From an optimization exercise on the open Yosys and OpenROAD flow, aimed at small area, a short achievable clock period and few clock cycles per item; shortcuts taken in it are not production practice.
RTL that was checked went through simulation tests only; none was proved equivalent to the original.
Function not checked in run 5: the RTL went through the layout flow alone.

## flow/config.mk

```make
export PLATFORM = sky130hd
export DESIGN_NAME = sm3_expnd_top
export DESIGN_NICKNAME = sm3_expnd_top
export VERILOG_FILES = /design/flow/design.v
export SDC_FILE = /design/flow/constraint.sdc
export NUM_CORES = 4
export LEC_CHECK = 0
export CAP_MARGIN = 20
export CORE_MARGIN = 2
export CORE_UTILIZATION = 40
export CTS_CLUSTER_DIAMETER = 80
export CTS_CLUSTER_SIZE = 30
export SETUP_SLACK_MARGIN = 1.5
export SLEW_MARGIN = 20
```

## flow/constraint.sdc

```tcl
create_clock -name core_clock -period 3.5 [get_ports {clk}]
set_input_delay 0.7000 -clock core_clock [delete_from_list [all_inputs] [get_ports {clk}]]
set_output_delay 0.7000 -clock core_clock [all_outputs]
set_load 0.01 [all_outputs]
```

## flow/design.v

```verilog
package sm3_expnd_pkg;
    typedef logic [32-1:0] sm3_word_t;
endpackage
`timescale 1ns/1ps
module sm3_expnd_ctrl (
    input  logic clk,
    input  logic rst_n,
    input  logic pad_vld_i,
    input  logic pad_lst_i,
    output logic pad_rdy_o,
    output logic sel_exp_o,      
    output logic sel_pad_o,      
    output logic expnd_vld_o,
    output logic expnd_lst_o
);
    logic [6:0] idx_q;       
    logic [3:0] dbt_q;       
    logic       done_q;      
    logic       lst_q;       
    logic       lsto_q;
    logic       rdy_q;       
    logic       exp_q;       
    logic       vld_q;
    logic       selp_q;      
    logic       f_end_q;     
    logic       f_w15_q;     
    logic       f_idx0_q;    
    logic       f_ge4_q;     
    logic       f_ge5_q;     
    logic       f_dbt15_q;   
    logic       pad_acc;
    logic       inc;         
    logic       wrap;        
    logic       turn;        
    logic       rdy_d;
    logic       exp_d;
    logic       vld_d;
    assign pad_acc = pad_vld_i && rdy_q;
    assign inc     = exp_q || pad_acc;
    assign wrap    = exp_q && f_end_q;
    assign turn    = !exp_q && !pad_acc && !f_idx0_q;
    always_comb begin
        if (exp_q) begin
            exp_d = !f_end_q;
            rdy_d = f_end_q;
            vld_d = 1'b1;                        
        end else if (rdy_q) begin
            exp_d = pad_vld_i && f_w15_q;
            rdy_d = pad_vld_i ? !f_w15_q : f_idx0_q;
            vld_d = pad_vld_i && f_ge4_q;
        end else begin
            exp_d = 1'b0;
            rdy_d = f_idx0_q || f_dbt15_q;       
            vld_d = f_dbt15_q && f_ge5_q && !done_q;
        end
    end
    always_ff @(posedge clk or negedge rst_n) begin
        if (!rst_n) begin
            idx_q     <= '0;
            dbt_q     <= '0;
            done_q    <= 1'b0;
            lst_q     <= 1'b0;
            lsto_q    <= 1'b0;
            rdy_q     <= 1'b0;    
            selp_q    <= 1'b0;
            exp_q     <= 1'b0;
            vld_q     <= 1'b0;
            f_end_q   <= 1'b0;
            f_w15_q   <= 1'b0;
            f_idx0_q  <= 1'b1;
            f_ge4_q   <= 1'b0;
            f_ge5_q   <= 1'b0;
            f_dbt15_q <= 1'b0;
        end else begin
            rdy_q  <= rdy_d;
            selp_q <= rdy_d || exp_d;
            exp_q  <= exp_d;
            vld_q  <= vld_d;
            lsto_q <= wrap && lst_q;
            if (inc) begin
                idx_q     <= wrap ? 7'd0 : idx_q + 7'd1;
                f_end_q   <= (idx_q == 7'(67 - 1));
                f_w15_q   <= (idx_q == 7'd14);
                f_idx0_q  <= wrap;
                f_ge4_q   <= !wrap && (idx_q >= 7'd3);
                f_ge5_q   <= !wrap && (idx_q >= 7'(5 - 1));
            end
            if (turn) begin
                dbt_q     <= dbt_q + 4'd1;
                f_dbt15_q <= (dbt_q == 4'd14);
            end
            if (pad_acc) begin
                done_q <= 1'b0;
                lst_q  <= (lst_q && !f_idx0_q) || pad_lst_i;
            end else if (turn) begin
                done_q <= done_q || vld_q;
            end
        end
    end
    assign pad_rdy_o   = rdy_q;
    assign sel_exp_o   = exp_q;
    assign sel_pad_o   = selp_q;
    assign expnd_vld_o = vld_q;
    assign expnd_lst_o = lsto_q;
endmodule
`timescale 1ns/1ps
module sm3_word_window (
    input  logic                     clk,
    input  logic                     sel_exp_i,
    input  logic                     sel_pad_i,
    input  sm3_expnd_pkg::sm3_word_t pad_d_i,
    output sm3_expnd_pkg::sm3_word_t wj_o,
    output sm3_expnd_pkg::sm3_word_t wjj_o
);
    localparam int NEWEST = 16 - 1;
    sm3_expnd_pkg::sm3_word_t win_q [16];
    sm3_expnd_pkg::sm3_word_t wjj_q;
    sm3_expnd_pkg::sm3_word_t mix_word;
    sm3_expnd_pkg::sm3_word_t exp_word;
    sm3_expnd_pkg::sm3_word_t in_word;
    function automatic sm3_expnd_pkg::sm3_word_t rotl(input sm3_expnd_pkg::sm3_word_t x, input int unsigned n);
        rotl = (x << n) | (x >> (32 - n));
    endfunction
    function automatic sm3_expnd_pkg::sm3_word_t p1(input sm3_expnd_pkg::sm3_word_t x);
        p1 = x ^ rotl(x, 15) ^ rotl(x, 23);
    endfunction
    assign mix_word = win_q[0] ^ win_q[7] ^ rotl(win_q[13], 15);
    assign exp_word = p1(mix_word) ^ rotl(win_q[3], 7) ^ win_q[10];
    assign in_word = sel_pad_i ? pad_d_i : win_q[0];
    always_ff @(posedge clk) begin
        for (int i = 0; i < NEWEST; i++) begin
            win_q[i] <= win_q[i + 1];
        end
        win_q[NEWEST] <= sel_exp_i ? exp_word : in_word;
        wjj_q         <= sel_exp_i ? (win_q[NEWEST - 3] ^ exp_word)
                                   : (win_q[NEWEST - 3] ^ in_word);
    end
    assign wj_o  = win_q[NEWEST - 4];
    assign wjj_o = wjj_q;   
endmodule
`timescale 1ns/1ps
module sm3_expnd_top (
    input  logic      clk,
    input  logic      rst_n,
    input  sm3_expnd_pkg::sm3_word_t pad_d_i,
    input  logic      pad_vld_i,
    input  logic      pad_lst_i,
    output logic      pad_rdy_o,
    output sm3_expnd_pkg::sm3_word_t wj_o,
    output sm3_expnd_pkg::sm3_word_t wjj_o,
    output logic      expnd_vld_o,
    output logic      expnd_lst_o
);
    logic sel_exp;
    logic sel_pad;
    sm3_expnd_ctrl u_ctrl (
        .clk         (clk),
        .rst_n       (rst_n),
        .pad_vld_i   (pad_vld_i),
        .pad_lst_i   (pad_lst_i),
        .pad_rdy_o   (pad_rdy_o),
        .sel_exp_o   (sel_exp),
        .sel_pad_o   (sel_pad),
        .expnd_vld_o (expnd_vld_o),
        .expnd_lst_o (expnd_lst_o)
    );
    sm3_word_window u_window (
        .clk       (clk),
        .sel_exp_i (sel_exp),
        .sel_pad_i (sel_pad),
        .pad_d_i   (pad_d_i),
        .wj_o      (wj_o),
        .wjj_o     (wjj_o)
    );
endmodule
```

## flow/run.sh

```bash
#!/bin/bash
# synth_recipe.tcl (not shown) runs the flow's synth.tcl, then flattens the netlist and writes it again
# the make line also repeats each setting of config.mk as NAME=value (left out here)
make -C /OpenROAD-flow-scripts/flow DESIGN_CONFIG=/design/flow/config.mk WORK_HOME=/design/flow/orfs CLKGATE_MAP_FILE= SYNTH_SCRIPT=/design/flow/synth_recipe.tcl finish
```

==> results_dict.tcl, run 1 <==
set metrics [dict create \
    critPathMaxFanout 2 \
    core_mm2 0.0366 \
    setup_viol 0 \
    die_area_mm2 0.0388 \
    layout.nets 1102 \
    drt_drc_violations_left 0 \
    dr.pass1.iters 4 \
    synthCells 948 \
    whs_path_depth 0 \
    cts_tree "done" \
    regToRegEndpoint "u_window.wjj_q[7]$_DFF_P_" \
    yosys-top-cells-area "dfxtp_1 73%, xnor2_1 7.7%, dfrtp_1 3.9%, xnor3_1 3.6%, xor2_1 2.2%" \
    hold_violations 0 \
    final_cells 1533 \
    cts.path.max_buffers 3 \
    end_kind "primary output" \
    viasPerCell 4.18 \
    yosys.cell_types.count 32 \
    max_freq_mhz 516 \
    post_drt_wl_per_cell_um 15.8 \
    globalRouteTotalUtil 0.124 \
    maxSlewHeadroom 0.498 \
    r2r-start "u_window.win_q[0][16]$_DFF_P_" \
    regArea_mm2 0.0115 \
    setup_tns_ns 0 \
    initialDrtViolationCount 218 \
    start_util 0.406 \
    synth_seq_area_share 0.772 \
    pin_count 103 \
    clkLatencyLatePin_ns 0.55 \
    reg2regPathDepth 5 \
    cpMaxStageDelayCell "dfxtp_1" \
    die_x_um 197 \
    drive_gt1_frac 0.0789 \
    cp_cell_sequence "dlygate4sd2_1" \
    place_congestion 0.749 \
    maxSlewViolCount 0 \
    io_buffers 102 \
    multi_input_area_mm2 0.00330 \
    worstSetupPathType "flop to primary output" \
    worstMarginPinSlew_ns 0.750 \
    required_ns 2.80 \
    num_rows 70 \
    fillCellCount 3286 \
    yosys_warnings 3 \
    cp_top_family "flip-flops" \
    skew_ns 0.0187 \
    path_clk_slew_ns 0.11 \
    grt.overflow.total 0 \
    r2r_setup_slack_ns 1.65 \
    antenna_found_initial 0 \
    syn_nets 989 \
    cts_sinks 568 \
    final_antenna_net_count 0 \
    vias 6405 \
    maxCapViolations 0 \
    hold_path.class "flop to flop" \
    place_ws_ns 0.881 \
    postSynthAreaPerCell_um2 15.7 \
    grt_pass1_vias 6421 \
    period_share 0.554 \
    arrival_ns 1.24 \
    grt_max_degree 44 \
    run_status "complete, no violations" \
    min_from "u_window.win_q[1][31]$_DFF_P_" \
    min_period_ns 1.94 \
    die_height_um 197 \
    grt_setup_unrepaired "false" \
    area_growth_pct 14.7 \
    setup_ws_ns 1.56 \
    yosys.area.top_type "dfxtp_1" \
    start_kind "flop" \
    h-tree-depth 1 \
    synth.top_cell.area_share 0.732 \
    cts-root-buf "clkbuf_16" \
    place_hpwl_mm 16.6 \
    grt_pass1_wl_mm 36.6 \
    synthesis.area_mm2 0.0149 \
    finalWirelength_mm 24.3 \
    max_stage_delay_ns 0.40 \
    min_to "u_window.win_q[0][31]$_DFF_P_" \
    crit_buf_inv 1 \
    dp_cells 1502 \
    cts_made_buffers 23 \
    ys_ff_latch 568 \
]
==> flip-flops by register name, summed over array words and instances (netlist names), 4 cells and up <==
register        flops
u_window.wjj_q     32
u_ctrl.idx_q        7
u_ctrl.dbt_q        4
u_window.win_q    512
==> worst max-delay path by stage <==
stage                                              start                           to  slack, ns  depth (start not counted)
after detailed placement                       pad_vld_i  u_ctrl.dbt_q[3]$_DFFE_PN0P_       0.88                          6
after global placement                         pad_vld_i  u_ctrl.dbt_q[3]$_DFFE_PN0P_       0.96                          6
after CTS                         u_ctrl.rdy_q$_DFF_PN0_                    pad_rdy_o       1.47                          1
final                     u_window.win_q[11][21]$_DFF_P_                     wj_o[21]       1.56                          1
after global routing              u_ctrl.rdy_q$_DFF_PN0_                    pad_rdy_o       1.50                          1
after floorplan                                pad_vld_i  u_ctrl.dbt_q[3]$_DFFE_PN0P_       1.71                          6
==> kinds of logic (layout without fill, tap and decap cells) <==
logic type      count (synthesis)  count (layout)  synth area share
simple gates                   68              68            0.0253
buf+inv                        23             139           0.00614
compound gates                 83              83            0.0434
other cells                     0               1                 0
flops                         568             568             0.772
fa+ha+maj                       5               5           0.00420
xor+xnor                      200             200             0.148
mux                             1               1          0.000673
==> layout make-up <==
| type | count | area share |
|---|---|---|
| Sequential cell | 568 | 0.675 |
| Tap cell | 468 | 0.0343 |
| Multi-Input combinational cell | 357 | 0.194 |
| Antenna cell | 1 | 0.000147 |
| Timing Repair Buffer | 107 | 0.0587 |
| Inverter | 4 | 0.000880 |
| Clock buffer | 24 | 0.0339 |
| Clock inverter | 4 | 0.00381 |
==> timing repair <==
item	CTS	global route
setup buffers	1	1
resized for setup	77	3
setup endpoints to repair	73	21
hold buffers	0	0
==> layer usage <==
| layer | GRT usage | vias up | routed length (um) |
|---|---|---|---|
| met4 | 0.0295 | 0 | 535 |
| met3 | 0.0188 | 32 | 860 |
| met1 | 0.182 | 3026 | 12500 |
| li1 | - | 3259 | - |
| met2 | 0.192 | 88 | 10400 |
| met5 | 0 | - | 0 |
==> through the flow <==
stage          hold slack (ns)   util  area (um2)
3_3_place_gp             0.310  0.449       16500
3_5_place_dp             0.312  0.449       16500
5_1_grt                  0.336  0.466       17100
6_report                 0.331  0.466       17100
2_1_floorplan            0.310      -       14900
4_1_cts                  0.331  0.465       17000
==> cells in the mapped netlist (all sizes together) <==
library cell / number
a211oi: 33
a21o: 1
a21oi: 36
a22o: 2
a311o: 1
a32o: 2
and2: 1
and3: 3
and3b: 1
buf: 5
clkbuf: 14
dfrtp: 23
dfstp: 1
dfxtp: 544
ha: 5
inv: 4
mux2i: 1
nand2: 10
nand2b: 1
nand3: 3
nand4: 6
nor2: 10
nor2b: 32
nor4b: 1
o21ai: 7
o31ai: 1
xnor2: 131
xnor3: 32
xor2: 37
==> layout by cell type, fill, tap and decap left out, types with 2 or more instances in the layout <==
cell type / synthesis / routed
dfrtp_1: 23 / 20
clkdlybuf4s15_1: 0 / 2
xnor3_1: 24 / 24
inv_1: 4 / 4
and3_1: 3 / 3
a21oi_2: 32 / 32
nor2_1: 10 / 9
buf_4: 0 / 3
buf_12: 0 / 2
clkdlybuf4s50_1: 0 / 35
nand4_1: 6 / 6
nor2b_1: 32 / 32
o21ai_0: 7 / 7
xor2_1: 37 / 37
dfxtp_2: 0 / 7
xnor2_1: 131 / 131
nand2_1: 10 / 10
a211oi_1: 33 / 33
a22o_1: 2 / 2
clkbuf_16: 0 / 23
nand3_1: 3 / 3
ha_1: 5 / 5
dlygate4sd2_1: 0 / 65
dfrtp_4: 0 / 2
dfxtp_1: 544 / 537
a32o_1: 2 / 2
xnor3_2: 8 / 8
a21oi_1: 4 / 4
Testbench counts, summed over its fixed seeds: cycles 6,536, items 6,144.
==> run 2: changes to the inputs <==
--- a/flow/config.mk
+++ b/flow/config.mk
@@ -12,3 +12,3 @@
 export CTS_CLUSTER_SIZE = 30
-export SETUP_SLACK_MARGIN = 1.5
+export SETUP_SLACK_MARGIN = 1.8
 export SLEW_MARGIN = 20
==> run 2 against run 1 <==
Still clean; first-iteration DRC count grew 6.9%; area after synthesis unchanged; largest cell class unchanged.
==> results_dict.tcl, run 2 <==
set metrics [dict create \
    yosys_warnings 3 \
    setup_tns_ns 0 \
    die_height_um 197 \
    crit_buf_inv 1 \
    cts_made_buffers 23 \
    finalWirelength_mm 25.4 \
    grt_pass1_wl_mm 38.6 \
    viasPerCell 4.23 \
    die_area_mm2 0.0388 \
    globalRouteTotalUtil 0.132 \
    vias 6540 \
    place_hpwl_mm 16.7 \
    pin_count 103 \
    antenna_found_initial 0 \
    synthesis.area_mm2 0.0149 \
    critPathMaxFanout 2 \
    yosys-top-cells-area "dfxtp_1 73%, xnor2_1 7.7%, dfrtp_1 3.9%, xnor3_1 3.6%, xor2_1 2.2%" \
    max_stage_delay_ns 0.43 \
    top_regs "u_window.win_q: 512 flops, u_window.wjj_q: 32 flops, u_ctrl.idx_q: 7 flops" \
    clkLatencyLatePin_ns 0.55 \
    hold_path.class "flop to flop" \
    cts_sinks 568 \
    setup_ws_ns 1.66 \
    hold_ws_ns 0.291 \
    start_util 0.406 \
    cts.path.max_buffers 3 \
    period_share 0.526 \
    ys_ff_latch 568 \
    layout_commonest_cell "dfxtp_1" \
    drive_gt1_frac 0.266 \
    yosysMostFrequentCell "dfxtp_1" \
    grt.overflow.total 0 \
    core_mm2 0.0366 \
    path_clk_slew_ns 0.11 \
    syn_nets 989 \
    initialDrtViolationCount 233 \
    maxSlewViolCount 0 \
    final_core_util 0.484 \
    maxSlewHeadroom 0.686 \
    max_freq_mhz 543 \
    end_kind "primary output" \
    worstMarginPinSlew_ns 0.469 \
    layout.nets 1117 \
    die_x_um 197 \
    arrival_ns 1.14 \
    largest_reg_flops 512 \
    ys_async_sr_fraction 0.0423 \
    h-tree-depth 1 \
    run_status "complete, no violations" \
    grt_pass1_vias 6598 \
    antennaDiodeCount 0 \
    grt_max_degree 33 \
    hold_violations 0 \
    netlist_top_cells_count "544 x dfxtp_1, 131 x xnor2_1, 37 x xor2_1, 33 x a211oi_1" \
    io_buffers 102 \
    synth.top_cell.area_share 0.732 \
    synthCells 948 \
    regArea_mm2 0.0116 \
    cpMaxStageDelayCell "dfrtp_1" \
    required_ns 2.80 \
    cp_top_family "flip-flops" \
    regMostFlops "u_window.win_q" \
    min_period_ns 1.84 \
    cts-root-buf "clkbuf_16" \
    cp_cell_sequence "buf_2" \
    synth_seq_area_share 0.772 \
    cts_hold_buf 0 \
    multi_input_area_mm2 0.00363 \
    post_drt_wl_per_cell_um 16.4 \
    setup_viol 0 \
    num_rows 70 \
    yosys.area.top_type "dfxtp_1" \
    area_growth_pct 19.1 \
    dr.pass1.iters 4 \
    cts_tree "done" \
    drt_drc_violations_left 0 \
    synth_edf_count 0 \
    layout_common_cells "474 x dfxtp_1, 94 x xnor2_1, 63 x dfxtp_2" \
    final_antenna_net_count 0 \
    fillCellCount 3148 \
    skew_ns 0.0354 \
    start_kind "flop" \
    synth_flop_cell "dfxtp_1" \
    r2r_setup_slack_ns 1.83 \
    yosys.cell_types.count 32 \
    worstSetupPathType "flop to primary output" \
    maxCapViolations 0 \
    postSynthAreaPerCell_um2 15.7 \
    place_congestion 0.731 \
    grt_setup_unrepaired "true" \
    place_ws_ns 1.05 \
]
## run 2: metal layers
metal  track usage  vias up  share of wire
li1              -     3296              -
met1         0.193     3126           0.50
met2         0.209       89           0.45
met3        0.0195       29          0.030
met4        0.0278        0          0.019
met5             0        -              0
## run 2: kinds of logic after synthesis
logic type,count (synthesis),synth area share
multiplexers,1,0.000673
buffers and inverters,23,0.00614
AND/OR/NAND/NOR,68,0.0253
flip-flops,568,0.772
adder cells (fa/ha/maj),5,0.00420
AO/OA/AOI/OAI,83,0.0434
XOR/XNOR,200,0.148
## run 2: final timing paths
| path | startpoint | endpoint | cells after the start |
|---|---|---|---|
| worst max-delay path | u_ctrl.vld_q$_DFF_PN0_ | expnd_vld_o | 1 |
| worst min-delay path | u_window.win_q[5][5]$_DFF_P_ | u_window.win_q[4][5]$_DFF_P_ | 0 |
| worst max register to register | u_window.win_q[13][24]$_DFF_P_ | u_window.wjj_q[22]$_DFF_P_ | 5 |
| worst min register to register | u_window.win_q[5][5]$_DFF_P_ | u_window.win_q[4][5]$_DFF_P_ | 0 |
| max in group asynchronous | rst_n | u_ctrl.f_idx0_q$_DFFE_PN1P_ | 2 |
| min in group asynchronous | rst_n | u_ctrl.idx_q[2]$_DFFE_PN0P_ | 1 |
## run 2: timing repair
action                     CTS  global route
pin swaps                    3            44
resized for setup          381            88
hold endpoints to repair     0             0
buffers inserted             7            10
setup endpoints to repair  125            95
## run 2: cell type report
class                           count  share of cell area
Timing Repair Buffer              122              0.0710
Clock inverter                      2             0.00219
Clock buffer                       24              0.0327
Tap cell                          468              0.0331
Multi-Input combinational cell    357               0.205
Sequential cell                   568               0.655
Inverter                            4            0.000848
## run 2: through the flow
step | instance area (um2) | std cells
after floorplan | 14900 | 948
after global placement | 16500 | 1502
after detailed placement | 16500 | 1502
after CTS | 17200 | 1535
after global routing | 17700 | 1545
final | 17700 | 1545
==> run 3: changes to the inputs <==
==> flow/flow/run.sh (new file) <==
#!/bin/bash
# The standard layout, with every port buffered by a buf_2 instead of the
# buffer buffer_ports picks by itself.
set -euo pipefail
export BUFFER_PORTS_ARGS="-buffer_cell sky130_fd_sc_hd__buf_2"
bash standard.sh finish > standard.log 2>&1
==> flow/standard.sh (new file) <==
#!/bin/bash
# synth_recipe.tcl (not shown) runs the flow's synth.tcl, then flattens the netlist and writes it again
# the make line also repeats each setting of config.mk as NAME=value (left out here)
make -C /OpenROAD-flow-scripts/flow DESIGN_CONFIG=/design/flow/config.mk WORK_HOME=/design/flow/orfs CLKGATE_MAP_FILE= SYNTH_SCRIPT=/design/flow/synth_recipe.tcl "${@:-finish}"
--- a/flow/config.mk
+++ b/flow/config.mk
@@ -12,3 +12,3 @@
 export CTS_CLUSTER_SIZE = 30
-export SETUP_SLACK_MARGIN = 1.8
+export SETUP_SLACK_MARGIN = 1.5
 export SLEW_MARGIN = 20
removed: flow/run.sh
==> run 3 against run 2 <==
Still clean on timing, DRC and antenna; final area fell by 6.5%; non-clock buffer count fell by 18; flip-flop and latch count did not move; clock skew fell by 0.020 ns; via count fell by 2.4%; critical path type unchanged; largest cell class unchanged; clock-buffer cell count rose by 3; critical path depth did not move; first-iteration DRC count rose by 0.43%.
==> results_dict.tcl, run 3 <==
set metrics [dict create \
    run_status "complete, no violations" \
    fillCellCount 3265 \
    arrival_ns 1.19 \
    ys_async_sr_fraction 0.0423 \
    worstSetupPathType "flop to primary output" \
    synthCells 948 \
    maxCapViolations 0 \
    netlist_top_cells_count "544 x dfxtp_1, 131 x xnor2_1, 37 x xor2_1, 33 x a211oi_1" \
    die_x_um 197 \
    layout_commonest_cell "dfxtp_1" \
    dpl_cell_area_mm2 0.0159 \
    maxSlewViolCount 0 \
    grt_max_degree 65 \
    initialDrtViolationCount 234 \
    cpMaxStageDelayCell "dfrtp_2" \
    skew_ns 0.0151 \
    hold_path.class "input port to asynchronous set/reset pin" \
    maxSlewHeadroom 0.462 \
    min_period_ns 1.89 \
    grt.overflow.total 0 \
    place_congestion 0.748 \
    start_kind "flop" \
    final_cell_area_mm2 0.0166 \
    pin_count 103 \
    final_antenna_net_count 0 \
    yosys.area.top_type "dfxtp_1" \
    area_growth_pct 11.4 \
    clkLatencyLatePin_ns 0.54 \
    regMostFlops "u_window.win_q" \
    yosys.cell_types.count 32 \
    synthesis.area_mm2 0.0149 \
    period_share 0.541 \
    io_buffers 102 \
    core_mm2 0.0366 \
    die_height_um 197 \
    grt_pass1_vias 6377 \
    synth_edf_count 0 \
    postSynthAreaPerCell_um2 15.7 \
    syn_nets 989 \
    viasPerCell 4.17 \
    cts-root-buf "clkbuf_16" \
    setup_tns_ns 0 \
    r2r_setup_slack_ns 1.70 \
    layout.nets 1099 \
    end_kind "primary output" \
    grt_setup_unrepaired "false" \
    yosysMostFrequentCell "dfxtp_1" \
    cts_sinks 568 \
    die_area_mm2 0.0388 \
    cp_cell_sequence "buf_2" \
    antennaDiodeCount 0 \
    cts_post_setup_buffers_inserted 0 \
    worstMarginPinSlew_ns 0.808 \
    cts.path.max_buffers 3 \
    synth_flop_cell "dfxtp_1" \
    drt_drc_violations_left 0 \
    yosys_warnings 3 \
    globalRouteTotalUtil 0.126 \
    cp_top_family "flip-flops" \
    synth_seq_area_share 0.772 \
    place_hpwl_mm 16.7 \
    top_regs "u_window.win_q: 512 flops, u_window.wjj_q: 32 flops, u_ctrl.idx_q: 7 flops" \
    vias 6383 \
    hold_violations 0 \
    ys_ff_latch 568 \
    layout_common_cells "544 x dfxtp_1, 131 x xnor2_1, 102 x buf_2" \
    critPathMaxFanout 11 \
    cts_made_buffers 23 \
    finalWirelength_mm 24.2 \
    drive_gt1_frac 0.166 \
    synth.top_cell.area_share 0.732 \
    max_freq_mhz 528 \
    dr.pass1.iters 4 \
    h-tree-depth 1 \
    max_stage_delay_ns 0.49 \
    regArea_mm2 0.0115 \
    path_clk_slew_ns 0.11 \
    yosys-top-cells-area "dfxtp_1 73%, xnor2_1 7.7%, dfrtp_1 3.9%, xnor3_1 3.6%, xor2_1 2.2%" \
    crit_buf_inv 1 \
    start_util 0.406 \
    antenna_found_initial 0 \
    largest_reg_flops 512 \
    multi_input_area_mm2 0.00330 \
    setup_viol 0 \
    post_drt_wl_per_cell_um 15.8 \
    grt_pass1_wl_mm 37.2 \
    cts_tree "done" \
    required_ns 2.80 \
    num_rows 70 \
]
-- run 3: logic make-up (layout without fill, tap and decap cells) --
family,Yosys count,count (layout),synth area share
xor+xnor,200,200,0.148
simple gates,68,68,0.0253
fa+ha+maj,5,5,0.00420
mux,1,1,0.000673
buf+inv,23,138,0.00614
compound gates,83,83,0.0434
flops,568,568,0.772
-- run 3: layout make-up --
class | instances | area share
Multi-Input combinational cell | 357 | 0.199
Clock inverter | 3 | 0.00227
Timing Repair Buffer | 104 | 0.0319
Tap cell | 468 | 0.0353
Inverter | 4 | 0.000906
Clock buffer | 27 | 0.0362
Sequential cell | 568 | 0.694
-- run 3: layer usage --
metal,routed length (um),GRT usage,vias up
met2,10500,0.197,90
met1,12600,0.188,3003
li1,-,-,3262
met5,0,0,-
met3,745,0.0195,28
met4,424,0.0242,0
-- run 3: stage by stage --
| stage | setup WS [ns] | hold slack [ns] | instances | util |
|---|---|---|---|---|
| floorplan | 1.71 | 0.310 | 948 | - |
| global route | 1.55 | 0.143 | 1531 | 0.453 |
| finish | 1.61 | 0.124 | 1531 | 0.453 |
| global placement | 1.40 | 0.310 | 1501 | 0.435 |
| CTS | 1.51 | 0.119 | 1531 | 0.452 |
| detailed placement | 1.35 | 0.312 | 1501 | 0.435 |
-- run 3: worst paths after layout --
| path | from | end | depth (start not counted) |
|---|---|---|---|
| max | u_ctrl.rdy_q$_DFF_PN0_ | pad_rdy_o | 1 |
| max reg2reg | u_ctrl.exp_q$_DFF_PN0_ | u_window.wjj_q[0]$_DFF_P_ | 4 |
| max in group asynchronous | rst_n | u_ctrl.exp_q$_DFF_PN0_ | 1 |
| min reg2reg | u_window.win_q[2][0]$_DFF_P_ | u_window.win_q[1][0]$_DFF_P_ | 0 |
| min in group core_clock | u_window.win_q[2][0]$_DFF_P_ | u_window.win_q[1][0]$_DFF_P_ | 0 |
| min | rst_n | u_ctrl.idx_q[0]$_DFFE_PN0P_ | 1 |
-- run 3: what timing repair did --
action | in CTS | in global routing
hold buffers | 0 | 0
resized for setup | 2 | 2
endpoints found under the hold margin | 0 | 0
endpoints found under the setup margin | 4 | 19
==> run 4: changes to the inputs <==
--- a/flow/config.mk
+++ b/flow/config.mk
@@ -12,3 +12,3 @@
 export CTS_CLUSTER_SIZE = 30
-export SETUP_SLACK_MARGIN = 1.5
+export SETUP_SLACK_MARGIN = 1.7
 export SLEW_MARGIN = 20
==> run 4 against run 3 <==
Still clean on timing, DRC and antenna; flip-flop and latch count did not move; final area rose by 0.55%; sequential share of layout area shrank 0.27 points; area after synthesis stayed put; synthesized cell count unchanged; die area unchanged; global-route usage rose by 0.22 points; clock-buffer cell count unchanged; maximum frequency grew 4.9%; critical path type unchanged; critical endpoint is now expnd_vld_o; highest routed layer unchanged.
==> results_dict.tcl, run 4 <==
set metrics [dict create \
    run_status "complete, no violations" \
    min_period_ns 1.81 \
    die_height_um 197 \
    cts-root-buf "clkbuf_16" \
    cts_tree "done" \
    synthCells 948 \
    reg2regPathDepth 5 \
    post_drt_wl_per_cell_um 16.0 \
    cp_cell_sequence "buf_6" \
    max_freq_mhz 554 \
    syn_nets 989 \
    cts.path.max_buffers 3 \
    grt_setup_unrepaired "true" \
    required_ns 2.80 \
    area_growth_pct 12.0 \
    dr.pass1.iters 4 \
    worstMarginPinSlew_ns 0.585 \
    maxCapViolations 0 \
    regToRegEndpoint "u_window.wjj_q[4]$_DFF_P_" \
    endpoint "expnd_vld_o" \
    start_util 0.406 \
    worstSetupPathType "flop to primary output" \
    postSynthAreaPerCell_um2 15.7 \
    place_ws_ns 1.35 \
    netlist_top_cells_count "544 x dfxtp_1, 131 x xnor2_1, 37 x xor2_1, 33 x a211oi_1" \
    layout_common_cells "531 x dfxtp_1, 129 x xnor2_1, 98 x buf_2" \
    grt.overflow.total 0 \
    maxSlewHeadroom 0.610 \
    grt_max_degree 65 \
    die_x_um 197 \
    layout_commonest_cell "dfxtp_1" \
    cpMaxStageDelayCell "dfrtp_1" \
    die_area_mm2 0.0388 \
    num_rows 70 \
    ys_ff_latch 568 \
    hold_path.class "input port to asynchronous set/reset pin" \
    grt_pass1_vias 6416 \
    cts_hold_buf 0 \
    arrival_ns 1.11 \
    ys_async_sr_fraction 0.0423 \
    layout.nets 1101 \
    place_hpwl_mm 16.7 \
    yosys.area.top_type "dfxtp_1" \
    setup_viol 0 \
    final_antenna_net_count 0 \
    max_stage_delay_ns 0.43 \
    cts_sinks 568 \
    path_clk_slew_ns 0.11 \
    end_kind "primary output" \
    yosys-top-cells-area "dfxtp_1 73%, xnor2_1 7.7%, dfrtp_1 3.9%, xnor3_1 3.6%, xor2_1 2.2%" \
    cts_made_buffers 23 \
    crit_start "u_ctrl.vld_q$_DFF_PN0_" \
    path_depth 1 \
    largest_reg_flops 512 \
    place_congestion 0.748 \
    setup_ws_ns 1.69 \
    viasPerCell 4.18 \
    grt_pass1_wl_mm 37.7 \
    crit_buf_inv 1 \
    vias 6404 \
    pin_count 103 \
    drive_gt1_frac 0.184 \
    yosys_warnings 3 \
    synth_flop_cell "dfxtp_1" \
    r2r-start "u_window.win_q[0][4]$_DFF_P_" \
    antenna_found_initial 0 \
    top_regs "u_window.win_q: 512 flops, u_window.wjj_q: 32 flops, u_ctrl.idx_q: 7 flops" \
    hold_ws_ns 0.121 \
    hold_violations 0 \
    final_cells 1533 \
    synth_seq_area_share 0.772 \
    fillCellCount 3252 \
    yosys.cell_types.count 32 \
    setup_tns_ns 0 \
    drt_drc_violations_left 0 \
    io_buffers 102 \
    initialDrtViolationCount 253 \
    yosysMostFrequentCell "dfxtp_1" \
    r2r_setup_slack_ns 1.78 \
    start_kind "flop" \
    regMostFlops "u_window.win_q" \
    clkLatencyLatePin_ns 0.54 \
    maxSlewViolCount 0 \
    final_core_util 0.455 \
    critPathMaxFanout 2 \
    antennaDiodeCount 0 \
    cp_top_family "flip-flops" \
    finalWirelength_mm 24.6 \
    synth.top_cell.area_share 0.732 \
    globalRouteTotalUtil 0.129 \
    core_mm2 0.0366 \
    synthesis.area_mm2 0.0149 \
    h-tree-depth 1 \
    skew_ns 0.0155 \
    dp_cells 1501 \
    period_share 0.516 \
    synth_edf_count 0 \
]
run 4: cell types whose count changed in the layout (fill, tap and decap cells not counted), moves of 2 or more:
| cell | previous run | this run |
|---|---|---|
| xnor2_2 | 0 | 2 |
| xnor3_1 | 24 | 22 |
| buf_2 | 102 | 98 |
| dfxtp_2 | 0 | 12 |
| dfxtp_1 | 544 | 531 |
| xnor3_2 | 8 | 10 |
| xnor2_1 | 131 | 129 |
| buf_6 | 1 | 5 |
run 4: layer usage:
metal / GRT usage / share of wire / vias up
met5: 0 / 0 / -
met4: 0.0242 / 0.017 / 0
met3: 0.0195 / 0.039 / 28
met2: 0.202 / 0.43 / 100
met1: 0.190 / 0.51 / 3016
li1: - / - / 3260
run 4: per-stage QoR:
stage	cell area [um2]
final	16700
after CTS	16600
after floorplan	14900
after global routing	16700
after global placement	15900
after detailed placement	15900
run 4: how the worst min path moves through the flow:
stage | start | to | slack, ns | cells after the start
after floorplan | u_window.win_q[1][0]$_DFF_P_ | u_window.win_q[0][0]$_DFF_P_ | 0.31 | 0
after global placement | u_window.win_q[15][27]$_DFF_P_ | u_window.win_q[14][27]$_DFF_P_ | 0.31 | 0
after detailed placement | u_window.win_q[6][22]$_DFF_P_ | u_window.win_q[5][22]$_DFF_P_ | 0.31 | 0
after CTS | rst_n | u_ctrl.idx_q[0]$_DFFE_PN0P_ | 0.12 | 1
after global routing | rst_n | u_ctrl.f_ge5_q$_DFFE_PN0P_ | 0.14 | 1
final | rst_n | u_ctrl.idx_q[0]$_DFFE_PN0P_ | 0.12 | 1
run 4: worst register-to-register path: stages, from the launching register on:
cell	delay [ns]
dfxtp_1	0.43
xnor3_1	0.46
xnor2_1	0.19
xnor2_1	0.27
a21oi_2	0.11
xor2_1	0.16
run 4: what timing repair did:
action,in CTS,in global routing
endpoints found under the setup margin,39,14
setup buffers,2,0
pin swaps,0,2
gates resized for setup,16,14
run 4: area by class of cell:
class / instances / area [um2] / area share
Sequential cell: 568 / 11500 / 0.691
Multi-Input combinational cell: 357 / 3320 / 0.200
Clock buffer: 27 / 601 / 0.0360
Tap cell: 468 / 586 / 0.0351
Timing Repair Buffer: 106 / 582 / 0.0349
Clock inverter: 3 / 37.5 / 0.00225
Inverter: 4 / 15.0 / 0.000901
run 4: logic make-up after synthesis:
logic type | synth area share
muxes | 0.000673
buffers and inverters | 0.00614
xor gates and xnor gates | 0.148
AOI/OAI and AO/OA | 0.0434
and+or+nand+nor | 0.0253
adders and majority gates | 0.00420
DFF | 0.772
==> run 5: changes to the inputs <==
--- a/flow/design.v
+++ b/flow/design.v
@@ -120,2 +120,3 @@
     sm3_expnd_pkg::sm3_word_t in_word;
+    sm3_expnd_pkg::sm3_word_t push_word;
     function automatic sm3_expnd_pkg::sm3_word_t rotl(input sm3_expnd_pkg::sm3_word_t x, input int unsigned n);
@@ -128,3 +129,4 @@
     assign exp_word = p1(mix_word) ^ rotl(win_q[3], 7) ^ win_q[10];
-    assign in_word = sel_pad_i ? pad_d_i : win_q[0];
+    assign in_word   = sel_pad_i ? pad_d_i : win_q[0];
+    assign push_word = sel_exp_i ? exp_word : in_word;
     always_ff @(posedge clk) begin
@@ -133,5 +135,4 @@
         end
-        win_q[NEWEST] <= sel_exp_i ? exp_word : in_word;
-        wjj_q         <= sel_exp_i ? (win_q[NEWEST - 3] ^ exp_word)
-                                   : (win_q[NEWEST - 3] ^ in_word);
+        win_q[NEWEST] <= push_word;
+        wjj_q         <= win_q[NEWEST - 3] ^ push_word;
     end
==> flow/run.sh (new file) <==
#!/bin/bash
# synth_recipe.tcl (not shown) runs the flow's synth.tcl, then flattens the netlist and writes it again
# the make line also repeats each setting of config.mk as NAME=value (left out here)
make -C /OpenROAD-flow-scripts/flow DESIGN_CONFIG=/design/flow/config.mk WORK_HOME=/design/flow/orfs CLKGATE_MAP_FILE= SYNTH_SCRIPT=/design/flow/synth_recipe.tcl finish
--- a/flow/config.mk
+++ b/flow/config.mk
@@ -12,3 +12,3 @@
 export CTS_CLUSTER_SIZE = 30
-export SETUP_SLACK_MARGIN = 1.7
+export SETUP_SLACK_MARGIN = 1.8
 export SLEW_MARGIN = 20
removed: flow/flow/run.sh
removed: flow/standard.sh
==> run 5 against run 4 <==
Worst setup slack got worse by 0.028 ns; sequential share of layout area down 4.0 points; clock-buffer cell count is 1 lower; maximum frequency fell by 1.6%; final area up 6.9%; area after synthesis unchanged; non-clock buffer count grew 13; highest routed layer unchanged; final cell count grew 0.78%; critical path depth is the same.
==> results_dict.tcl, run 5 <==
set metrics [dict create \
    r2r-start "u_window.win_q[13][1]$_DFF_P_" \
    synth_edf_count 0 \
    synthCells 948 \
    setup_viol 0 \
    regMostFlops "u_window.win_q" \
    clkLatencyLatePin_ns 0.55 \
    worstSetupPathType "flop to primary output" \
    die_x_um 197 \
    ys_ff_latch 568 \
    initialDrtViolationCount 235 \
    fillCellCount 3133 \
    layout_common_cells "474 x dfxtp_1, 85 x xnor2_1, 64 x dfxtp_2" \
    start_util 0.406 \
    drt_drc_violations_left 0 \
    num_rows 70 \
    cts_sinks 568 \
    final_cells 1545 \
    min_period_ns 1.83 \
    cpMaxStageDelayCell "dfrtp_1" \
    final_cell_area_mm2 0.0178 \
    vias 6575 \
    skew_ns 0.0193 \
    pin_count 103 \
    antenna_found_initial 0 \
    largest_reg_flops 512 \
    cts-root-buf "clkbuf_16" \
    layout_commonest_cell "dfxtp_1" \
    maxSlewHeadroom 0.683 \
    cp_top_family "flip-flops" \
    synthesis.area_mm2 0.0149 \
    final_antenna_net_count 0 \
    worstMarginPinSlew_ns 0.473 \
    setup_tns_ns 0 \
    crit_buf_inv 1 \
    dp_cells 1502 \
    reg2regPathDepth 6 \
    hold_violations 0 \
    dpl_cell_area_mm2 0.0165 \
    whs_path_depth 0 \
    maxSlewViolCount 0 \
    place_hpwl_mm 16.7 \
    max_freq_mhz 545 \
    finalWirelength_mm 25.4 \
    globalRouteTotalUtil 0.132 \
    arrival_ns 1.13 \
    die_area_mm2 0.0388 \
    die_height_um 197 \
    start_kind "flop" \
    core_mm2 0.0366 \
    cts_hold_buf 0 \
    yosys.cell_types.count 32 \
    r2r_setup_slack_ns 1.78 \
    max_stage_delay_ns 0.43 \
    cp_cell_sequence "buf_2" \
    io_buffers 102 \
    grt_pass1_wl_mm 38.8 \
    dr.pass1.iters 4 \
    required_ns 2.80 \
    ys_async_sr_fraction 0.0423 \
    place_congestion 0.730 \
    min_from "u_window.win_q[8][10]$_DFF_P_" \
    netlist_top_cells_count "544 x dfxtp_1, 131 x xnor2_1, 37 x xor2_1, 33 x a211oi_1" \
    viasPerCell 4.26 \
    regToRegEndpoint "u_window.wjj_q[31]$_DFF_P_" \
    synth_seq_area_share 0.772 \
    grt_pass1_vias 6594 \
    grt_setup_unrepaired "true" \
    critPathMaxFanout 2 \
    yosys-top-cells-area "dfxtp_1 73%, xnor2_1 7.7%, dfrtp_1 3.9%, xnor3_1 3.6%, xor2_1 2.2%" \
    post_drt_wl_per_cell_um 16.5 \
    yosys_warnings 3 \
    cts_tree "done" \
    cts.path.max_buffers 3 \
    yosys.area.top_type "dfxtp_1" \
    cts_made_buffers 23 \
    syn_nets 989 \
    maxCapViolations 0 \
    yosysMostFrequentCell "dfxtp_1" \
    grt.overflow.total 0 \
    layout.nets 1114 \
    grt_max_degree 33 \
    min_to "u_window.win_q[7][10]$_DFF_P_" \
    period_share 0.524 \
    run_status "complete, no violations" \
    antennaDiodeCount 0 \
    area_growth_pct 19.7 \
    drive_gt1_frac 0.275 \
    hold_path.class "flop to flop" \
    synth.top_cell.area_share 0.732 \
    end_kind "primary output" \
    path_clk_slew_ns 0.11 \
    h-tree-depth 1 \
    top_regs "u_window.win_q: 512 flops, u_window.wjj_q: 32 flops, u_ctrl.idx_q: 7 flops" \
    postSynthAreaPerCell_um2 15.7 \
    synth_flop_cell "dfxtp_1" \
]
[run 5: cell type report]
class | instances | area [um2] | area share
inverter | 4 | 15.0 | 0.000843
clock buffer | 26 | 608 | 0.0341
sequential | 568 | 11600 | 0.651
multi-input combinational | 357 | 3710 | 0.208
clock inverter | 3 | 57.6 | 0.00323
timing repair buffer | 119 | 1230 | 0.0692
tap | 468 | 586 | 0.0329
[run 5: metrics by stage]
step           setup slack, ns   util  hold WS, ns
3_5_place_dp              1.03  0.449        0.312
5_1_grt                   1.62  0.487        0.319
4_1_cts                   1.63  0.472        0.317
6_report                  1.67  0.487        0.321
2_1_floorplan             1.80      -        0.310
3_3_place_gp              1.11  0.449        0.310
[run 5: worst max-delay path by stage]
stage / depth (start not counted) / to / startpoint
final: 1 / expnd_vld_o / u_ctrl.vld_q$_DFF_PN0_
after global routing: 1 / expnd_vld_o / u_ctrl.vld_q$_DFF_PN0_
after CTS: 1 / expnd_vld_o / u_ctrl.vld_q$_DFF_PN0_
after detailed placement: 6 / u_ctrl.dbt_q[3]$_DFFE_PN0P_ / pad_vld_i
after global placement: 6 / u_ctrl.dbt_q[3]$_DFFE_PN0P_ / pad_vld_i
after floorplan: 6 / u_ctrl.f_end_q$_DFFE_PN0P_ / pad_vld_i
[run 5: per-layer routing]
layer  up-vias  routed length (um)  global-route usage
met3        31                 973              0.0195
met1      3148               12500               0.194
met5         -                   0                   0
met4         0                 465              0.0287
met2       100               11400               0.209
li1       3296                   -                   -
[run 5: kinds of logic after synthesis]
group / after synthesis / share of synthesized area
AND/OR/NAND/NOR: 68 / 0.0253
adder cells (fa/ha/maj): 5 / 0.00420
flip-flops: 568 / 0.772
multiplexers: 1 / 0.000673
AO/OA/AOI/OAI: 83 / 0.0434
buffers and inverters: 23 / 0.00614
XOR/XNOR: 200 / 0.148
[run 5: timing repair]
item | CTS | global route
setup endpoints to repair | 125 | 97
cloned | 0 | 0
resized for setup | 384 | 96
setup buffers | 6 | 8
pin swaps | 1 | 49
==> run 6: changes to the inputs <==
--- a/flow/design.v
+++ b/flow/design.v
@@ -11,2 +11,3 @@
     output logic sel_exp_o,      
+    output logic sel_wexp_o,     
     output logic sel_pad_o,      
@@ -19,2 +20,3 @@
     logic       lst_q;       
+    logic       tlst_q;      
     logic       lsto_q;
@@ -22,4 +24,6 @@
     logic       exp_q;       
+    logic       wexp_q;      
     logic       vld_q;
     logic       selp_q;      
+    logic [3:0] tail_q;      
     logic       f_end_q;     
@@ -37,2 +41,3 @@
     logic       vld_d;
+    logic [3:0] tail_d;
     assign pad_acc = pad_vld_i && rdy_q;
@@ -41,2 +46,3 @@
     assign turn    = !exp_q && !pad_acc && !f_idx0_q;
+    assign tail_d  = {tail_q[2:0], wrap};
     always_comb begin
@@ -62,2 +68,3 @@
             lst_q     <= 1'b0;
+            tlst_q    <= 1'b0;
             lsto_q    <= 1'b0;
@@ -66,3 +73,5 @@
             exp_q     <= 1'b0;
+            wexp_q    <= 1'b0;
             vld_q     <= 1'b0;
+            tail_q    <= '0;
             f_end_q   <= 1'b0;
@@ -77,7 +86,12 @@
             exp_q  <= exp_d;
-            vld_q  <= vld_d;
-            lsto_q <= wrap && lst_q;
+            wexp_q <= exp_d || (tail_d[2:0] != 3'd0);
+            vld_q  <= vld_d || (tail_d[3:1] != 3'd0);
+            tail_q <= tail_d;
+            lsto_q <= tail_q[2] && tlst_q;
+            if (wrap) begin
+                tlst_q <= lst_q;
+            end
             if (inc) begin
                 idx_q     <= wrap ? 7'd0 : idx_q + 7'd1;
-                f_end_q   <= (idx_q == 7'(67 - 1));
+                f_end_q   <= (idx_q == 7'(64 - 1));
                 f_w15_q   <= (idx_q == 7'd14);
@@ -101,2 +115,3 @@
     assign sel_exp_o   = exp_q;
+    assign sel_wexp_o  = wexp_q;
     assign sel_pad_o   = selp_q;
@@ -109,2 +124,3 @@
     input  logic                     sel_exp_i,
+    input  logic                     sel_wexp_i,
     input  logic                     sel_pad_i,
@@ -120,3 +136,2 @@
     sm3_expnd_pkg::sm3_word_t in_word;
-    sm3_expnd_pkg::sm3_word_t push_word;
     function automatic sm3_expnd_pkg::sm3_word_t rotl(input sm3_expnd_pkg::sm3_word_t x, input int unsigned n);
@@ -129,4 +144,3 @@
     assign exp_word = p1(mix_word) ^ rotl(win_q[3], 7) ^ win_q[10];
-    assign in_word   = sel_pad_i ? pad_d_i : win_q[0];
-    assign push_word = sel_exp_i ? exp_word : in_word;
+    assign in_word = sel_pad_i ? pad_d_i : win_q[0];
     always_ff @(posedge clk) begin
@@ -135,4 +149,5 @@
         end
-        win_q[NEWEST] <= push_word;
-        wjj_q         <= win_q[NEWEST - 3] ^ push_word;
+        win_q[NEWEST] <= sel_exp_i ? exp_word : in_word;
+        wjj_q         <= sel_wexp_i ? (win_q[NEWEST - 3] ^ exp_word)
+                                    : (win_q[NEWEST - 3] ^ in_word);
     end
@@ -155,2 +170,3 @@
     logic sel_exp;
+    logic sel_wexp;
     logic sel_pad;
@@ -163,2 +179,3 @@
         .sel_exp_o   (sel_exp),
+        .sel_wexp_o  (sel_wexp),
         .sel_pad_o   (sel_pad),
@@ -170,2 +187,3 @@
         .sel_exp_i (sel_exp),
+        .sel_wexp_i(sel_wexp),
         .sel_pad_i (sel_pad),
==> run 6 against run 5 <==
Still clean; non-clock buffer count grew 3; clock skew up 0.013 ns; global-route usage grew 0.098 points; first-iteration DRC count increased by 36%; area after synthesis rose by 2.5%; critical endpoint is now pad_rdy_o; largest cell class unchanged.
==> results_dict.tcl, run 6 <==
set metrics [dict create \
    pin_count 103 \
    cts-root-buf "clkbuf_16" \
    max_stage_delay_ns 0.44 \
    cts.path.max_buffers 3 \
    top_regs "u_window.win_q: 512 flops, u_window.wjj_q: 32 flops, u_ctrl.idx_q: 7 flops" \
    place_ws_ns 1.16 \
    maxSlewViolCount 0 \
    place_congestion 0.789 \
    layout.nets 1201 \
    regArea_mm2 0.0117 \
    hold_path.class "flop to flop" \
    regMostFlops "u_window.win_q" \
    period_share 0.520 \
    drt_drc_violations_left 0 \
    end_kind "primary output" \
    arrival_ns 1.12 \
    antenna_found_initial 0 \
    yosys_warnings 3 \
    crit_buf_inv 1 \
    die_x_um 199 \
    io_buffers 102 \
    synth_seq_area_share 0.761 \
    antennaDiodeCount 0 \
    maxSlewHeadroom 0.487 \
    cpMaxStageDelayCell "dfrtp_2" \
    post_drt_wl_per_cell_um 15.9 \
    dpl_cell_area_mm2 0.0168 \
    yosysMostFrequentCell "dfxtp_1" \
    grt_pass1_vias 6825 \
    synth_edf_count 0 \
    worstSetupPathType "flop to primary output" \
    postSynthAreaPerCell_um2 14.8 \
    syn_nets 1073 \
    cp_top_family "flip-flops" \
    synthCells 1032 \
    core_mm2 0.0376 \
    ys_async_sr_fraction 0.0506 \
    worstMarginPinSlew_ns 0.769 \
    largest_reg_flops 512 \
    grt_pass1_wl_mm 39.7 \
    maxCapViolations 0 \
    cp_cell_sequence "buf_6" \
    setup_viol 0 \
    start_kind "flop" \
    ys_ff_latch 573 \
    fillCellCount 3288 \
    hold_violations 0 \
    cts_tree "done" \
    required_ns 2.80 \
    setup_tns_ns 0 \
    layout_common_cells "475 x dfxtp_1, 98 x xnor2_1, 62 x dfxtp_2" \
    vias 7049 \
    yosys.cell_types.count 34 \
    globalRouteTotalUtil 0.133 \
    path_depth 1 \
    finalWirelength_mm 26.7 \
    final_antenna_net_count 0 \
    dr.pass1.iters 4 \
    grt_max_degree 66 \
    netlist_top_cells_count "544 x dfxtp_1, 131 x xnor2_1, 54 x nand2_1, 45 x o21ai_0, 38 x nor2_1" \
    multi_input_area_mm2 0.00395 \
    run_status "complete, no violations" \
    drive_gt1_frac 0.251 \
    clkLatencyLatePin_ns 0.58 \
    start_util 0.406 \
    skew_ns 0.0328 \
    initialDrtViolationCount 319 \
    synthesis.area_mm2 0.0153 \
    synth_flop_cell "dfxtp_1" \
    yosys.area.top_type "dfxtp_1" \
    viasPerCell 4.20 \
    reg2regPathDepth 6 \
    area_growth_pct 19.8 \
    grt.overflow.total 0 \
    critPathMaxFanout 2 \
    yosys-top-cells-area "dfxtp_1 71%, xnor2_1 7.5%, dfrtp_1 4.6%, xnor3_1 2.8%, mux2i_1 2.2%" \
    die_area_mm2 0.0397 \
    whs_path_depth 0 \
    hold_ws_ns 0.311 \
    place_hpwl_mm 17.9 \
    die_height_um 199 \
    cts_made_buffers 25 \
    layout_commonest_cell "dfxtp_1" \
    cts_sinks 573 \
    num_rows 71 \
    path_clk_slew_ns 0.11 \
    max_freq_mhz 550 \
    final_cell_area_mm2 0.0183 \
    h-tree-depth 1 \
    setup_ws_ns 1.68 \
    synth.top_cell.area_share 0.714 \
    min_period_ns 1.82 \
    grt_setup_unrepaired "true" \
    cts_hold_buf 0 \
]
==> run 6: changes by cell type in the layout (fill, tap and decap cells not counted), moves of 27 or more <==
cell      change
nand2_1      +44
nor2b_1      -32
o21ai_0      +38
nor2_1       +27
mux2i_1      +32
a211oi_1     -33
==> run 6: per-layer routing <==
metal,track usage,vias to the layer above,part of all wire
met5,0,-,0
li1,-,3537,-
met2,0.214,121,0.46
met3,0.0240,35,0.041
met1,0.187,3356,0.48
met4,0.0326,0,0.022
==> run 6: timing repair <==
item	CTS	global route
gates resized for setup	393	93
endpoints found under the setup margin	107	105
pin swaps	24	58
buffers inserted	7	8
==> run 6: cell type report <==
type	count	area share
multi-input cells	432	0.216
clock inverters	8	0.00814
inverters	6	0.00123
repair buffers	122	0.0632
well taps	511	0.0350
flip-flops and latches	573	0.642
clock buffers	27	0.0346
==> run 6: path summary, 6_finish.rpt <==
| kind | startpoint | end | slack [ns] |
|---|---|---|---|
| setup / recovery | u_ctrl.rdy_q$_DFF_PN0_ | pad_rdy_o | 1.68 |
| hold / removal | u_window.win_q[14][8]$_DFF_P_ | u_window.win_q[13][8]$_DFF_P_ | 0.31 |
| setup reg to reg | u_window.win_q[13][16]$_DFF_P_ | u_window.wjj_q[14]$_DFF_P_ | 1.78 |
| hold reg to reg | u_window.win_q[14][8]$_DFF_P_ | u_window.win_q[13][8]$_DFF_P_ | 0.31 |
| max in group asynchronous | rst_n | u_ctrl.rdy_q$_DFF_PN0_ | 2.70 |
| min in group asynchronous | rst_n | u_ctrl.exp_q$_DFF_PN0_ | 0.49 |
==> run 6: logic make-up after synthesis <==
family | Yosys count | synth area share
AOI/OAI and AO/OA | 89 | 0.0308
adders and majority gates | 5 | 0.00410
xor gates and xnor gates | 196 | 0.143
muxes | 33 | 0.0217
and+or+nand+nor | 109 | 0.0295
buffers and inverters | 27 | 0.00968
DFF | 573 | 0.761
==> run 6: through the flow <==
stage | util | std cells
CTS | 0.473 | 1671
global placement | 0.448 | 1629
finish | 0.486 | 1679
detailed placement | 0.448 | 1629
floorplan | - | 1032
global route | 0.486 | 1679
Testbench counts of run 6, summed over its fixed seeds: cycles 6,272, items 6,144.
==> run 7: changes to the inputs <==
==> flow/flow/run.sh (new file) <==
#!/bin/bash
# The standard layout, with every port buffered by a buf_2 instead of the
# buffer buffer_ports picks by itself.
set -euo pipefail
export BUFFER_PORTS_ARGS="-buffer_cell sky130_fd_sc_hd__buf_2"
bash standard.sh finish > standard.log 2>&1
==> flow/standard.sh (new file) <==
#!/bin/bash
# synth_recipe.tcl (not shown) runs the flow's synth.tcl, then flattens the netlist and writes it again
# the make line also repeats each setting of config.mk as NAME=value (left out here)
make -C /OpenROAD-flow-scripts/flow DESIGN_CONFIG=/design/flow/config.mk WORK_HOME=/design/flow/orfs CLKGATE_MAP_FILE= SYNTH_SCRIPT=/design/flow/synth_recipe.tcl "${@:-finish}"
--- a/flow/config.mk
+++ b/flow/config.mk
@@ -12,3 +12,3 @@
 export CTS_CLUSTER_SIZE = 30
-export SETUP_SLACK_MARGIN = 1.8
+export SETUP_SLACK_MARGIN = 1.7
 export SLEW_MARGIN = 20
removed: flow/run.sh
==> run 7 against run 6 <==
Global-route usage shrank 0.21 points; die area did not move; final cell count is 0.83% lower; worst setup slack better by 0.0063 ns; via count is 1.6% lower; sequential share of layout area is 3.7 points higher; register-to-register slack barely moved; flip-flop and latch count unchanged; clock skew down 0.014 ns.
==> results_dict.tcl, run 7 <==
set metrics [dict create \
    regMostFlops "u_window.win_q" \
    hold_violations 0 \
    reg2regPathDepth 5 \
    antenna_found_initial 0 \
    start_kind "flop" \
    cts_made_buffers 24 \
    core_mm2 0.0376 \
    area_growth_pct 12.7 \
    regToRegEndpoint "u_window.wjj_q[9]$_DFF_P_" \
    r2r-start "u_window.win_q[7][9]$_DFF_P_" \
    cts_sinks 573 \
    r2r_setup_slack_ns 1.78 \
    final_core_util 0.458 \
    pin_count 103 \
    critPathMaxFanout 2 \
    skew_ns 0.0189 \
    yosys.area.top_type "dfxtp_1" \
    layout.nets 1188 \
    cts_hold_buf 0 \
    grt_pass1_vias 6877 \
    antennaDiodeCount 0 \
    top_regs "u_window.win_q: 512 flops, u_window.wjj_q: 32 flops, u_ctrl.idx_q: 7 flops" \
    cp_top_family "flip-flops" \
    h-tree-depth 1 \
    yosys-top-cells-area "dfxtp_1 71%, xnor2_1 7.5%, dfrtp_1 4.6%, xnor3_1 2.8%, mux2i_1 2.2%" \
    synth_seq_area_share 0.761 \
    end_kind "primary output" \
    synth_flop_cell "dfxtp_1" \
    layout_common_cells "515 x dfxtp_1, 130 x xnor2_1, 87 x buf_2" \
    io_buffers 102 \
    crit_buf_inv 1 \
    min_period_ns 1.81 \
    initialDrtViolationCount 268 \
    finalWirelength_mm 25.8 \
    maxSlewViolCount 0 \
    place_congestion 0.783 \
    dr.pass1.iters 6 \
    num_rows 71 \
    cts-root-buf "clkbuf_16" \
    start_util 0.406 \
    final_antenna_net_count 0 \
    ys_async_sr_fraction 0.0506 \
    run_status "complete, no violations" \
    grt.overflow.total 0 \
    cp_cell_sequence "buf_6" \
    required_ns 2.80 \
    synth.top_cell.area_share 0.714 \
    period_share 0.518 \
    maxSlewHeadroom 0.495 \
    ys_ff_latch 573 \
    path_clk_slew_ns 0.10 \
    syn_nets 1073 \
    netlist_top_cells_count "544 x dfxtp_1, 131 x xnor2_1, 54 x nand2_1, 45 x o21ai_0, 38 x nor2_1" \
    vias 6933 \
    final_cells 1665 \
    maxCapViolations 0 \
    yosysMostFrequentCell "dfxtp_1" \
    grt_pass1_wl_mm 39.1 \
    synthCells 1032 \
    viasPerCell 4.16 \
    globalRouteTotalUtil 0.131 \
    hold_path.class "input port to asynchronous set/reset pin" \
    setup_tns_ns 0 \
    layout_commonest_cell "dfxtp_1" \
    post_drt_wl_per_cell_um 15.5 \
    drive_gt1_frac 0.171 \
    die_height_um 199 \
    largest_reg_flops 512 \
    place_hpwl_mm 17.8 \
    postSynthAreaPerCell_um2 14.8 \
    dp_cells 1628 \
    yosys.cell_types.count 34 \
    synth_edf_count 0 \
    arrival_ns 1.11 \
    grt_setup_unrepaired "true" \
    grt_max_degree 66 \
    cts_tree "done" \
    cpMaxStageDelayCell "dfrtp_2" \
    setup_viol 0 \
    yosys_warnings 3 \
    clkLatencyLatePin_ns 0.57 \
    worstSetupPathType "flop to primary output" \
    die_area_mm2 0.0397 \
    drt_drc_violations_left 0 \
    synthesis.area_mm2 0.0153 \
    die_x_um 199 \
    max_freq_mhz 552 \
    cts.path.max_buffers 3 \
    worstMarginPinSlew_ns 0.758 \
    max_stage_delay_ns 0.43 \
]
-- run 7: through the flow --
stage	setup WS (ns)	area (um2)	hold slack, ns
2_1_floorplan	1.80	15300	0.310
3_3_place_gp	1.64	16300	0.310
3_5_place_dp	1.57	16300	0.312
4_1_cts	1.66	17100	0.142
5_1_grt	1.65	17200	0.167
6_report	1.69	17200	0.142
-- run 7: cell families after synthesis --
kind of cell,synth area share
compound gates,0.0308
simple gates,0.0295
buf+inv,0.00968
flops,0.761
mux,0.0217
fa+ha+maj,0.00410
xor+xnor,0.143
-- run 7: worst reg2reg max path: stages (launching register included) --
cell,delay [ns]
dfxtp_1,0.41
xnor3_2,0.52
xor2_1,0.20
xnor2_1,0.22
a21oi_1,0.11
xnor2_1,0.15
-- run 7: cell type report --
cell class | count | area (um2)
multi-input combinational | 432 | 3510
inverter | 6 | 22.5
fill | 3328 | 20400
tap | 511 | 639
sequential | 573 | 11700
clock inverter | 7 | 90.1
clock buffer | 26 | 608
timing repair buffer | 110 | 664
-- run 7: routing by layer --
metal  track usage  vias to the layer above  part of all wire
li1              -                     3526                 -
met1         0.180                     3275              0.48
met2         0.215                      101              0.46
met3        0.0284                       31             0.043
met4        0.0252                        0             0.015
met5             0                        -                 0
-- run 7: worst max-delay path by stage --
stage	cells past startpoint	from	slack [ns]	to
after floorplan	5	pad_vld_i	1.80	u_ctrl.f_ge5_q$_DFFE_PN0P_
after global placement	6	pad_vld_i	1.64	u_ctrl.idx_q[3]$_DFFE_PN0P_
after detailed placement	6	pad_vld_i	1.57	u_ctrl.idx_q[3]$_DFFE_PN0P_
after CTS	1	u_ctrl.rdy_q$_DFF_PN0_	1.66	pad_rdy_o
after global routing	1	u_ctrl.rdy_q$_DFF_PN0_	1.65	pad_rdy_o
final	1	u_ctrl.rdy_q$_DFF_PN0_	1.69	pad_rdy_o
-- run 7: timing repair --
action	4_1_cts	5_1_grt
gates resized for setup	27	31
endpoints found under the setup margin	23	40
setup buffers	2	2
pin swaps	0	4
==> run 8: changes to the inputs <==
--- a/flow/config.mk
+++ b/flow/config.mk
@@ -9,3 +9,3 @@
 export CORE_MARGIN = 2
-export CORE_UTILIZATION = 40
+export CORE_UTILIZATION = 80
 export CTS_CLUSTER_DIAMETER = 80
==> run 8 against run 7 <==
Maximum frequency shrank 1.4%; flip-flop and latch count stayed put; clock-buffer cell count rose by 1; worst setup slack lost 0.026 ns; sequential share of layout area grew 1.5 points; non-clock buffer count rose by 2.
==> results_dict.tcl, run 8 <==
set metrics [dict create \
    grt_max_degree 67 \
    yosys-top-cells-area "dfxtp_1 71%, xnor2_1 7.5%, dfrtp_1 4.6%, xnor3_1 2.8%, mux2i_1 2.2%" \
    r2r-start "u_window.win_q[13][4]$_DFF_P_" \
    final_antenna_net_count 0 \
    cp_top_family "XOR/XNOR gates" \
    post_drt_wl_per_cell_um 21.6 \
    dp_cells 1350 \
    maxSlewViolCount 0 \
    regMostFlops "u_window.win_q" \
    globalRouteTotalUtil 0.287 \
    cts_hold_buf 0 \
    synth.top_cell.area_share 0.714 \
    path_depth 6 \
    largest_reg_flops 512 \
    grt.overflow.total 0 \
    grt_setup_unrepaired "true" \
    area_growth_pct 9.97 \
    antenna_found_initial 0 \
    pin_count 103 \
    cts_tree "done" \
    setup_tns_ns 0 \
    synthCells 1032 \
    yosysMostFrequentCell "dfxtp_1" \
    netlist_top_cells_count "544 x dfxtp_1, 131 x xnor2_1, 54 x nand2_1, 45 x o21ai_0, 38 x nor2_1" \
    cpMaxStageDelayCell "xnor3_4" \
    drive_gt1_frac 0.161 \
    place_congestion 0.854 \
    synth_adder_area_share 0.00410 \
    synthSimpleGateAreaFrac 0.0295 \
    maxCapViolations 0 \
    worstMarginPinSlew_ns 0.782 \
    synthesis.area_mm2 0.0153 \
    h-tree-depth 1 \
    vias 7454 \
    hold_violations 0 \
    final_cells 1386 \
    arrival_ns 2.23 \
    synth_xor_area_frac 0.143 \
    finalWirelength_mm 29.9 \
    synthMuxAreaShare 0.0216 \
    path_clk_slew_ns 0.11 \
    layout_commonest_cell "dfxtp_1" \
    core_mm2 0.0187 \
    syn_nets 1073 \
    yosys_warnings 3 \
    maxSlewHeadroom 0.479 \
    synth_seq_area_share 0.761 \
    num_rows 50 \
    final_core_util 0.897 \
    grt_pass1_vias 7721 \
    synth_top_family_by_area "XOR/XNOR gates" \
    synth_edf_count 0 \
    drt_drc_violations_left 0 \
    fillCellCount 691 \
    ys_async_sr_fraction 0.0506 \
    setup_viol 0 \
    reg2regPathDepth 6 \
    hold_path.class "input port to asynchronous set/reset pin" \
    run_status "complete, no violations" \
    min_period_ns 1.84 \
    start_kind "flop" \
    layout.nets 1189 \
    cts_made_buffers 23 \
    top_regs "u_window.win_q: 512 flops, u_window.wjj_q: 32 flops, u_ctrl.idx_q: 7 flops" \
    r2r_setup_slack_ns 1.66 \
    period_share 0.525 \
    synth_compound_area_frac 0.0308 \
    die_x_um 142 \
    worstSetupPathType "flop to flop" \
]
==> run 8: cell counts after synthesis <==
Identical to the previous run, type by type.
==> run 8: final cells by class <==
class / instances / area (um2) / area share
Tap cell: 234 / 293 / 0.0174
Clock inverter: 2 / 38.8 / 0.00231
Clock buffer: 27 / 591 / 0.0352
Multi-Input combinational cell: 432 / 3580 / 0.213
Timing Repair Buffer: 112 / 618 / 0.0368
Inverter: 6 / 22.5 / 0.00134
Sequential cell: 573 / 11600 / 0.694
==> run 8: worst min-delay path by stage <==
stage	slack (ns)	startpoint	endpoint
after floorplan	0.31	u_window.win_q[1][0]$_DFF_P_	u_window.win_q[0][0]$_DFF_P_
after global placement	0.31	u_window.win_q[1][10]$_DFF_P_	u_window.win_q[0][10]$_DFF_P_
after detailed placement	0.31	u_window.win_q[1][27]$_DFF_P_	u_window.win_q[0][27]$_DFF_P_
after CTS	0.15	rst_n	u_ctrl.idx_q[6]$_DFFE_PN0P_
after global routing	0.18	rst_n	u_ctrl.idx_q[5]$_DFFE_PN0P_
final	0.14	rst_n	u_ctrl.idx_q[6]$_DFFE_PN0P_
==> run 8: metrics by stage <==
step,hold WS (ns),area (um2),setup slack [ns]
2_1_floorplan,0.310,15300,1.80
3_3_place_gp,0.310,16000,1.62
3_5_place_dp,0.312,16000,1.53
4_1_cts,0.155,16600,1.68
5_1_grt,0.183,16800,1.61
6_report,0.140,16800,1.66
==> run 8: cells by family after synthesis <==
family,after synthesis
fa+ha+maj,5
simple gates,109
compound gates,89
flops,573
mux,33
buf+inv,27
xor+xnor,196
==> run 8: routing by layer <==
| layer | GRT usage | share of wire |
|---|---|---|
| met1 | 0.374 | 0.41 |
| met3 | 0.0390 | 0.037 |
| met5 | 0 | 0 |
| met4 | 0.102 | 0.036 |
| met2 | 0.500 | 0.51 |
==> run 8: what timing repair did <==
action                                  in CTS  in global routing
buffers inserted                             4                  3
pin swaps                                    2                 17
endpoints found under the setup margin      40                 29
resized for setup                           10                 24

[static timing again, ports no longer ideal]
Ports are ideal in the flow. The routed layouts listed here were re-timed in OpenROAD. Step 1 (the two cells are an assumption about what drives the block):
set clk [get_ports {clk}]
set_driving_cell -lib_cell sky130_fd_sc_hd__clkbuf_16 $clk
set_driving_cell -lib_cell sky130_fd_sc_hd__buf_2 [delete_from_list [all_inputs] $clk]
Step 2 adds t to the input delays and takes it off the output delays; t is the mean of the earliest and latest rising clock arrival at the registers after step 1. Input paths then give back, and output paths get back, about the clock's delay inside the block. Three values: no drivers, after step 1, after step 2; two values: the first two.
run | t, ns | slack for setup (ns) | worst hold slack (ns) | worst setup path after step 2 | worst register clock-pin slew, ns
run 1 | 0.587 | 1.561 / 1.515 / 1.177 | 0.331 / 0.331 / 0.331 | input to register | 0.11 / 0.11
run 2 | 0.581 | 1.660 / 1.613 / 1.330 | 0.291 / 0.291 / 0.291 | input to register | 0.11 / 0.11
run 3 | 0.585 | 1.607 / 1.556 / 1.638 | 0.124 / 0.096 / 0.328 | input to register | 0.11 / 0.11
run 4 | 0.585 | 1.695 / 1.644 / 1.751 | 0.121 / 0.092 / 0.328 | input to register | 0.11 / 0.11
run 5 | 0.589 | 1.667 / 1.616 / 1.329 | 0.321 / 0.321 / 0.321 | input to register | 0.11 / 0.11
run 6 | 0.615 | 1.682 / 1.633 / 1.343 | 0.311 / 0.311 / 0.311 | input to register | 0.11 / 0.11
run 7 | 0.610 | 1.688 / 1.638 / 1.543 | 0.142 / 0.114 / 0.316 | input to register | 0.11 / 0.11
run 8 | 0.586 | 1.661 / 1.629 / 1.585 | 0.140 / 0.123 / 0.311 | input to register | 0.11 / 0.11
After both steps every run listed still meets setup and hold. For run 1, which loses most, drivers alone change the setup slack by -0.046 ns; drivers and shift together by -0.384 ns.
